Context: an optimization exercise on an open-source flow, tuned for small area, a short achievable clock period and few clock cycles. The choices shown serve that exercise and are no tape-out recipe. Only simulation tests tie the RTL to the original design; equivalence was not proved. Power figures rest on the tool's default switching activity, not on a simulated workload.

==> design/flow/design.v <==
package pls_pkg;
    typedef enum logic [1:0] {
        CMD_INSERT = 2'd0,
        CMD_DELETE = 2'd1,
        CMD_LENGTH = 2'd2,
        CMD_STREAM = 2'd3
    } t_cmd;
    typedef enum logic [1:0] {
        ST_OK      = 2'd0,
        ST_BAD_POS = 2'd1,
        ST_EMPTY   = 2'd2,
        ST_FULL    = 2'd3
    } t_status;
    typedef struct packed {
        t_cmd               command;
        logic [5:0]         position;
        logic signed [31:0] value;
    } t_request;
    typedef struct packed {
        t_status            status;
        logic signed [31:0] entry;
        logic [6:0]         length;
        logic               last;
    } t_result;
    typedef enum logic [2:0] {
        S_IDLE,
        S_SHIFT_UP,
        S_INS_WRITE,
        S_SHIFT_DOWN,
        S_STREAM,
        S_DRAIN
    } t_state;
endpackage
module pls_step #(
    parameter int AW = 5
) (
    input  logic [AW-1:0] i_src,
    input  logic          i_up,
    input  logic [AW-1:0] i_bound,
    output logic [AW-1:0] o_next,
    output logic          o_hit
);
    assign o_next = i_up ? (i_src + AW'(1)) : (i_src - AW'(1));
    assign o_hit  = (i_src == i_bound);
endmodule
module pls_ram #(
    parameter int DEPTH = 32,
    parameter int AW    = 5
) (
    input  logic               i_clk,
    input  logic               i_we,
    input  logic [AW-1:0]      i_waddr,
    input  logic signed [31:0] i_wdata,
    input  logic [AW-1:0]      i_raddr,
    output logic signed [31:0] o_rdata
);
    logic signed [31:0] r_mem [DEPTH];
    logic signed [31:0] r_rdata;
    always_ff @(posedge i_clk) begin
        if (i_we) begin
            r_mem[i_waddr] <= i_wdata;
        end
    end
    always_ff @(posedge i_clk) begin
        r_rdata <= r_mem[i_raddr];
    end
    assign o_rdata = r_rdata;
endmodule
import pls_pkg::*;
module pls_ctrl
#(
    parameter int CAPACITY = 32
) (
    input  logic                                   i_clk,
    input  logic                                   i_rst_n,
    input  logic                                   i_start,
    input  pls_pkg::t_request                      i_req,
    output logic                                   o_busy,
    output logic                                   o_strobe,
    output pls_pkg::t_result                       o_result,
    output logic                                   o_we,
    output logic [$clog2(CAPACITY)-1:0]            o_waddr,
    output logic signed [31:0]                     o_wdata,
    output logic [$clog2(CAPACITY)-1:0]            o_raddr,
    input  logic signed [31:0]                     i_rdata
);
    localparam int AW = $clog2(CAPACITY);
    localparam int CW = $clog2(CAPACITY + 1);
    pls_pkg::t_state    r_state, n_state;
    logic [CW-1:0]      r_count, n_count;
    logic [AW-1:0]      r_src, n_src;
    logic [AW-1:0]      r_prev, n_prev;
    logic [AW-1:0]      r_bound, n_bound;
    logic signed [31:0] r_value, n_value;
    logic               r_we, n_we;
    logic [AW-1:0]      r_waddr, n_waddr;
    logic               r_wr_value, n_wr_value;
    logic               r_pend, n_pend;
    logic               r_pend_last, n_pend_last;
    logic               r_strobe, n_strobe;
    pls_pkg::t_result   r_result, n_result;
    logic [7:0]         w_pos_ext;
    logic [7:0]         w_cnt_ext;
    logic [5:0]         w_pos_m1;
    logic [CW-1:0]      w_cnt_m1;
    logic [CW-1:0]      w_cnt_p1;
    logic               w_up;
    logic [AW-1:0]      w_next;
    logic               w_hit;
    assign w_up = (r_state != S_SHIFT_UP);
    pls_step #(
        .AW (AW)
    ) u_step (
        .i_src   (r_src),
        .i_up    (w_up),
        .i_bound (r_bound),
        .o_next  (w_next),
        .o_hit   (w_hit)
    );
    assign w_pos_ext = {2'b00, i_req.position};
    assign w_cnt_ext = 8'(r_count);
    assign w_pos_m1  = i_req.position - 6'd1;
    assign w_cnt_m1  = r_count - CW'(1);
    assign w_cnt_p1  = r_count + CW'(1);
    assign o_raddr = r_src;
    assign o_we    = r_we;
    assign o_waddr = r_waddr;
    assign o_wdata = r_wr_value ? r_value : i_rdata;
    always_ff @(posedge i_clk) begin
        if (!i_rst_n) begin
            r_state  <= S_IDLE;
            r_count  <= '0;
            r_we     <= 1'b0;
            r_pend   <= 1'b0;
            r_strobe <= 1'b0;
        end else begin
            r_state  <= n_state;
            r_count  <= n_count;
            r_we     <= n_we;
            r_pend   <= n_pend;
            r_strobe <= n_strobe;
        end
    end
    always_ff @(posedge i_clk) begin
        r_src       <= n_src;
        r_prev      <= n_prev;
        r_bound     <= n_bound;
        r_value     <= n_value;
        r_waddr     <= n_waddr;
        r_wr_value  <= n_wr_value;
        r_pend_last <= n_pend_last;
        r_result    <= n_result;
    end
    always_comb begin
        n_state     = r_state;
        n_count     = r_count;
        n_src       = r_src;
        n_prev      = r_prev;
        n_bound     = r_bound;
        n_value     = r_value;
        n_we        = 1'b0;
        n_waddr     = r_waddr;
        n_wr_value  = r_wr_value;
        n_pend      = 1'b0;
        n_pend_last = r_pend_last;
        n_strobe    = 1'b0;
        n_result    = r_result;
        if (r_pend) begin
            n_strobe = 1'b1;
            n_result.status = ST_OK;
            n_result.entry  = i_rdata;
            n_result.length = 7'(r_count);
            n_result.last   = r_pend_last;
        end
        unique case (r_state)
            S_IDLE: begin
                if (i_start) begin
                    unique case (i_req.command)
                        CMD_INSERT: begin
                            n_strobe = 1'b1;
                            n_result.status = ST_OK;
                            n_result.entry  = '0;
                            n_result.length = 7'(r_count);
                            n_result.last   = 1'b1;
                            if (r_count >= CW'(CAPACITY)) begin
                                n_result.status = ST_FULL;
                            end else if (i_req.position == 6'd0 ||
                                         w_pos_ext > (w_cnt_ext + 8'd1)) begin
                                n_result.status = ST_BAD_POS;
                            end else if (w_pos_ext == (w_cnt_ext + 8'd1)) begin
                                n_we            = 1'b1;
                                n_waddr         = r_count[AW-1:0];
                                n_wr_value      = 1'b1;
                                n_value         = i_req.value;
                                n_count         = w_cnt_p1;
                                n_result.length = 7'(w_cnt_p1);
                            end else begin
                                n_strobe   = 1'b0;
                                n_value    = i_req.value;
                                n_bound    = w_pos_m1[AW-1:0];
                                n_src      = w_cnt_m1[AW-1:0];
                                n_prev     = r_count[AW-1:0];
                                n_state    = S_SHIFT_UP;
                            end
                        end
                        CMD_DELETE: begin
                            n_strobe = 1'b1;
                            n_result.status = ST_OK;
                            n_result.entry  = '0;
                            n_result.length = 7'(r_count);
                            n_result.last   = 1'b1;
                            if (r_count == '0) begin
                                n_result.status = ST_EMPTY;
                            end else if (i_req.position == 6'd0 ||
                                         w_pos_ext > w_cnt_ext) begin
                                n_result.status = ST_BAD_POS;
                            end else if (w_pos_ext == w_cnt_ext) begin
                                n_count         = w_cnt_m1;
                                n_result.length = 7'(w_cnt_m1);
                            end else begin
                                n_strobe = 1'b0;
                                n_src    = i_req.position[AW-1:0];
                                n_prev   = w_pos_m1[AW-1:0];
                                n_bound  = w_cnt_m1[AW-1:0];
                                n_state  = S_SHIFT_DOWN;
                            end
                        end
                        CMD_LENGTH: begin
                            n_strobe = 1'b1;
                            n_result.status = ST_OK;
                            n_result.entry  = '0;
                            n_result.length = 7'(r_count);
                            n_result.last   = 1'b1;
                        end
                        CMD_STREAM: begin
                            if (r_count == '0) begin
                                n_strobe = 1'b1;
                                n_result.status = ST_EMPTY;
                                n_result.entry  = '0;
                                n_result.length = 7'd0;
                                n_result.last   = 1'b1;
                            end else begin
                                n_src   = '0;
                                n_bound = w_cnt_m1[AW-1:0];
                                n_state = S_STREAM;
                            end
                        end
                        default: begin
                            n_state = S_IDLE;
                        end
                    endcase
                end
            end
            S_SHIFT_UP: begin
                n_we       = 1'b1;
                n_waddr    = r_prev;
                n_wr_value = 1'b0;
                n_prev     = r_src;
                n_src      = w_next;
                if (w_hit) begin
                    n_state = S_INS_WRITE;
                end
            end
            S_INS_WRITE: begin
                n_we       = 1'b1;
                n_waddr    = r_bound;
                n_wr_value = 1'b1;
                n_count    = w_cnt_p1;
                n_strobe   = 1'b1;
                n_result.status = ST_OK;
                n_result.entry  = '0;
                n_result.length = 7'(w_cnt_p1);
                n_result.last   = 1'b1;
                n_state    = S_IDLE;
            end
            S_SHIFT_DOWN: begin
                n_we       = 1'b1;
                n_waddr    = r_prev;
                n_wr_value = 1'b0;
                n_prev     = r_src;
                n_src      = w_next;
                if (w_hit) begin
                    n_count  = w_cnt_m1;
                    n_strobe = 1'b1;
                    n_result.status = ST_OK;
                    n_result.entry  = '0;
                    n_result.length = 7'(w_cnt_m1);
                    n_result.last   = 1'b1;
                    n_state  = S_IDLE;
                end
            end
            S_STREAM: begin
                n_pend      = 1'b1;
                n_pend_last = w_hit;
                n_src       = w_next;
                if (w_hit) begin
                    n_state = S_DRAIN;
                end
            end
            S_DRAIN: begin
                n_state = S_IDLE;
            end
            default: begin
                n_state = S_IDLE;
            end
        endcase
    end
    assign o_busy   = (r_state != S_IDLE);
    assign o_strobe = r_strobe;
    assign o_result = r_result;
endmodule
import pls_pkg::*;
module positional_list_store_top
#(
    parameter int CAPACITY = 32
) (
    input  logic        i_clk,
    input  logic        i_rst_n,
    input  logic        start,
    input  logic [39:0] i_item,
    output logic        busy,
    output logic        o_strobe,
    output logic [41:0] o_result
);
    localparam int AW = $clog2(CAPACITY);
    logic               w_we;
    logic [AW-1:0]      w_waddr;
    logic signed [31:0] w_wdata;
    logic [AW-1:0]      w_raddr;
    logic signed [31:0] w_rdata;
    pls_pkg::t_request  w_req;
    pls_pkg::t_result   w_result;
    assign w_req    = i_item;
    assign o_result = w_result;
    pls_ctrl #(
        .CAPACITY (CAPACITY)
    ) u_ctrl (
        .i_clk    (i_clk),
        .i_rst_n  (i_rst_n),
        .i_start  (start),
        .i_req    (w_req),
        .o_busy   (busy),
        .o_strobe (o_strobe),
        .o_result (w_result),
        .o_we     (w_we),
        .o_waddr  (w_waddr),
        .o_wdata  (w_wdata),
        .o_raddr  (w_raddr),
        .i_rdata  (w_rdata)
    );
    pls_ram #(
        .DEPTH (CAPACITY),
        .AW    (AW)
    ) u_ram (
        .i_clk   (i_clk),
        .i_we    (w_we),
        .i_waddr (w_waddr),
        .i_wdata (w_wdata),
        .i_raddr (w_raddr),
        .o_rdata (w_rdata)
    );
endmodule
==> design/flow/run.sh <==
#!/bin/bash
# synth_recipe.tcl (not shown) runs the flow's synth.tcl, then flattens the netlist and writes it again
# the make line also repeats each setting of config.mk as NAME=value (left out here)
make -C /OpenROAD-flow-scripts/flow DESIGN_CONFIG=/design/flow/config.mk WORK_HOME=/design/flow/orfs CLKGATE_MAP_FILE= SYNTH_SCRIPT=/design/flow/synth_recipe.tcl finish
==> design/flow/config.mk <==
export PLATFORM = sky130hd
export DESIGN_NAME = positional_list_store_top
export DESIGN_NICKNAME = positional_list_store_top
export VERILOG_FILES = /design/flow/design.v
export SDC_FILE = /design/flow/constraint.sdc
export NUM_CORES = 4
export LEC_CHECK = 0
export CAP_MARGIN = 20
export CORE_MARGIN = 2
export CORE_UTILIZATION = 40
export SLEW_MARGIN = 20
==> design/flow/constraint.sdc <==
create_clock -name core_clock -period 5.0 [get_ports {i_clk}]
set_input_delay 1.0000 -clock core_clock [delete_from_list [all_inputs] [get_ports {i_clk}]]
set_output_delay 1.0000 -clock core_clock [all_outputs]
set_load 0.01 [all_outputs]
==> impl_metrics.tcl <==
set metrics [dict create \
    dieHeight_um 342 \
    cts_num_sinks 1164 \
    layout.filler_cells 9437 \
    avg_vias_per_cell 5.71 \
    max_fo_critical_path 17 \
    power_switching_share_pct 26.0 \
    hold_buffers 0 \
    ys_seq_elements 1164 \
    pwr-share-comb_pct 18.5 \
    ctsRootBufferMaster "sky130_fd_sc_hd__clkbuf_16" \
    dpl.cell_count 3728 \
    arrival_ns 2.90 \
    post_route_cells_drive_above_1_share_pct 28.3 \
    asr_flop_ratio_synth_pct 0 \
    cts.repair.resized 0 \
    routedWlPerCell_um 29.4 \
    finalMaxSlewViolations 0 \
    critical_path_required_ns 4.00 \
    synthesis.nets 2240 \
    cts.path.max_buffers 3 \
    globalRouteTotalUtil_pct 19.8 \
    detail_route.iter0.violations 2124 \
    route.final.wire_length_um 116000 \
    finished_core_util_pct 46.1 \
    timing_hold_violations_final 0 \
    synth-edff-count 1078 \
    total_switching_power_mw 6.46 \
    diodes 0 \
    worst_pin_slew_ns 1.12 \
    place.port_buffers 86 \
    initial_core_util_pct 40.2 \
    reg_clk_slew_reported_paths_ns 0.06 \
    layoutNonFillerInstCount 3939 \
    postRouteAntennaNets 0 \
    seq_power_share_pct 47.4 \
    detailedPlacementHpwl_um 62700 \
    finalWorstPathRequiredPeriod_ns 3.90 \
    grt_setup_unrepaired "no" \
    synth_sequential_area_ratio_pct 74.4 \
    postSynthCellCount 2180 \
    floorplan.core_area_sq_um 114000 \
    clock-skew-final_ns 0.0215 \
    post_synth.cell_area_avg_sq_um 21.0 \
    num_rows 124 \
    worst_setup_path_start_kind "flop" \
    multiInputGateArea_sq_um 11300 \
    cts_max_level 3 \
    cts_tree "done" \
    synthToLayoutAreaGrowth_pct 14.8 \
    clock_power_share_pct 34.1 \
    leading_cell_type_in_the_layout_fill_and_taps_excluded "sky130_fd_sc_hd__edfxtp_1" \
    max_cap_viol_count 0 \
    timing_worst_setup_path_type "reg2out" \
    p_leak_nw 16.3 \
    dominantRegCellSynth "sky130_fd_sc_hd__edfxtp_1" \
    power_per_cell_area_nw_per_um2 472 \
    grt_max_degree 146 \
    fin_crit_share_pct 77.9 \
    vdd_drop_max_uv 266 \
    layout_common_cells "sky130_fd_sc_hd__edfxtp_1 (1,078), sky130_fd_sc_hd__mux4_2 (320), sky130_fd_sc_hd__clkbuf_16 (116)" \
    design.die.area_sq_um 117000 \
    top_level_ports 87 \
    hold_path_class "reg2reg" \
    ys_warn_count 2 \
    grt_pass1_vias 23261 \
    detailedRoute.firstPassIterationCount 5 \
    finalSetupTns_ns 0 \
    finalSetupViolCount 0 \
    die_w_um 342 \
    slew_headroom_pct 25.1 \
    internal_power_mw 18.4 \
    place_congestion 0.868 \
    yosys.cell_types.count 67 \
    status "finished clean" \
    latest_clock_arrival_within_the_worst_skew_pair_ns 0.68 \
    max_clock_freq_mhz 257 \
    drt_drc_violations_left 0 \
    netlist_area_sq_um 45800 \
    tritoncts_buffer_count 112 \
    initial_antenna_violation_count 1 \
    finish.net_count 2391 \
    critical_path.endpoint_type "primary output" \
    grt_first_pass_wirelength_um 166000 \
    post_cts_buffers 0 \
    remaining_overflow_grt 0 \
    via_count 22492 \
    regArea_sq_um 34100 \
]
## cell usage after synthesis, drive strengths merged (3+ instances only)
| cell | instances | area share (%) |
|---|---|---|
| o21ai | 48 | 0.54 |
| o21a | 4 | 0.066 |
| xnor2 | 18 | 0.34 |
| nand3 | 20 | 0.22 |
| or2 | 3 | 0.041 |
| nand4 | 7 | 0.096 |
| o31ai | 4 | 0.087 |
| or3 | 5 | 0.068 |
| a21oi | 34 | 0.38 |
| nand2 | 49 | 0.40 |
| nor4 | 5 | 0.068 |
| o21bai | 3 | 0.049 |
| or3b | 5 | 0.096 |
| nor2 | 89 | 0.73 |
| inv | 23 | 0.19 |
| dfxtp | 86 | 3.8 |
| mux4 | 320 | 16 |
| edfxtp | 1078 | 71 |
| nor3b | 6 | 0.098 |
| nor2b | 5 | 0.068 |
| and2 | 6 | 0.082 |
| a21o | 6 | 0.098 |
| xor2 | 8 | 0.15 |
| ha | 16 | 0.44 |
| o221ai | 4 | 0.076 |
| a22oi | 9 | 0.15 |
| o31a | 4 | 0.076 |
| and3 | 5 | 0.068 |
| mux2 | 66 | 1.6 |
| nand3b | 5 | 0.082 |
| a31oi | 4 | 0.055 |
| clkbuf | 60 | 0.49 |
| buf | 63 | 0.72 |
| o2111ai | 3 | 0.057 |
| nor3 | 14 | 0.17 |
| mux2i | 52 | 1.1 |
| o32ai | 4 | 0.076 |
| o211ai | 11 | 0.18 |
## logic make-up (layout without fill, tap and decap cells)
| group | Yosys count | count (layout) | synth area share [%] |
|---|---|---|---|
| buffers and inverters | 146 | 393 | 1.40 |
| adders and majority gates | 17 | 17 | 0.481 |
| and+or+nand+nor | 230 | 230 | 2.39 |
| AOI/OAI and AO/OA | 159 | 159 | 2.34 |
| xor gates and xnor gates | 26 | 26 | 0.497 |
| DFF | 1164 | 1164 | 74.4 |
| muxes | 438 | 438 | 18.5 |
## metal layers
metal	vias to the layer above	routed length (um)	global-route usage, %
met5	-	13	0
met4	2	2020	4.46
met3	155	7310	3.35
met2	836	58400	33.2
met1	12092	48000	27.0
li1	9407	-	-
## path summary, 6_finish.rpt
path	startpoint	end	slack [ns]	cells after the start
worst max-delay path	u_ctrl.r_state[2]	busy	1.10	4
worst min-delay path	u_ctrl.r_pend_last	u_ctrl.r_result[0]	0.47	1
worst max register to register	u_ctrl.r_count[0]	u_ctrl.r_value[18]	1.15	10
worst min register to register	u_ctrl.r_pend_last	u_ctrl.r_result[0]	0.47	1
## worst max-delay path, stage by stage, from the launching register on
cell	delay (ns)
sky130_fd_sc_hd__dfxtp_1	0.83
sky130_fd_sc_hd__buf_4	0.31
sky130_fd_sc_hd__nor3_1	0.09
sky130_fd_sc_hd__inv_1	0.35
sky130_fd_sc_hd__clkdlybuf4s50_1	0.63
## metrics by stage
stage          hold slack (ns)  setup WS (ns)  power [mW]  cell area [sq um]
2_1_floorplan            0.433           1.43        15.1              45800
3_3_place_gp             0.459          0.840        16.5              48900
3_5_place_dp             0.450          0.802        16.6              48900
4_1_cts                  0.483           1.07        25.0              52600
5_1_grt                  0.495          0.956        25.7              52600
6_report                 0.475           1.10        24.8              52600
## area by class of cell
class,count,share of cell area (%)
clock inverter,75,1.32
timing repair buffer,160,2.85
clock buffer,135,5.71
tap,1512,3.60
inverter,23,0.164
sequential,1164,64.8
multi-input combinational,870,21.5
## flip-flops by register name, indices dropped and copies added, names as in the netlist
signal              flops
u_ctrl.r_state          3
u_ctrl.r_strobe         1
u_ctrl.r_bound          5
u_ctrl.r_pend_last      1
u_ram.r_rdata          32
u_ctrl.r_we             1
u_ctrl.r_count          6
u_ram.r_mem          1024
u_ctrl.r_src            5
u_ctrl.r_wr_value       1
u_ctrl.r_value         32
u_ctrl.r_result        42
u_ctrl.r_prev           5
u_ctrl.r_pend           1
u_ctrl.r_waddr          5
## power groups by stage
| stage | logic, mW | clock network (mW) | registers, mW |
|---|---|---|---|
| floorplan | 3.23 | 0 | 11.9 |
| global placement | 4.55 | 0 | 12.0 |
| detailed placement | 4.62 | 0 | 12.0 |
| CTS | 4.64 | 8.62 | 11.8 |
| global route | 4.93 | 8.97 | 11.8 |
| finish | 4.59 | 8.47 | 11.8 |
Testbench counts, summed over its fixed seeds: cycles 29,100.

static timing again, ports no longer ideal:
No port has a modelled driver above. Below, the same layout with a new extraction and two added sets of constraints.
Step 1, drivers: a clkbuf_16 drives i_clk and a buf_2 each remaining input, both assumed.
Step 2 moves the port delays by t, midway between the first and last clock arrival at a register: inputs arrive t later, outputs are due t later. That takes back most of the time a late clock gives input paths.
Slacks: ideal / step 1 / step 2; pairs: ideal / step 1.
t, ns: 0.746
setup slack, ns: 1.104 / 1.028 / 0.803
clock arrival spread, ns: 0.025 / 0.025
After both steps setup and hold are still met in this run. For this run, drivers alone change the setup slack by -0.076 ns; drivers and shift together by -0.301 ns.
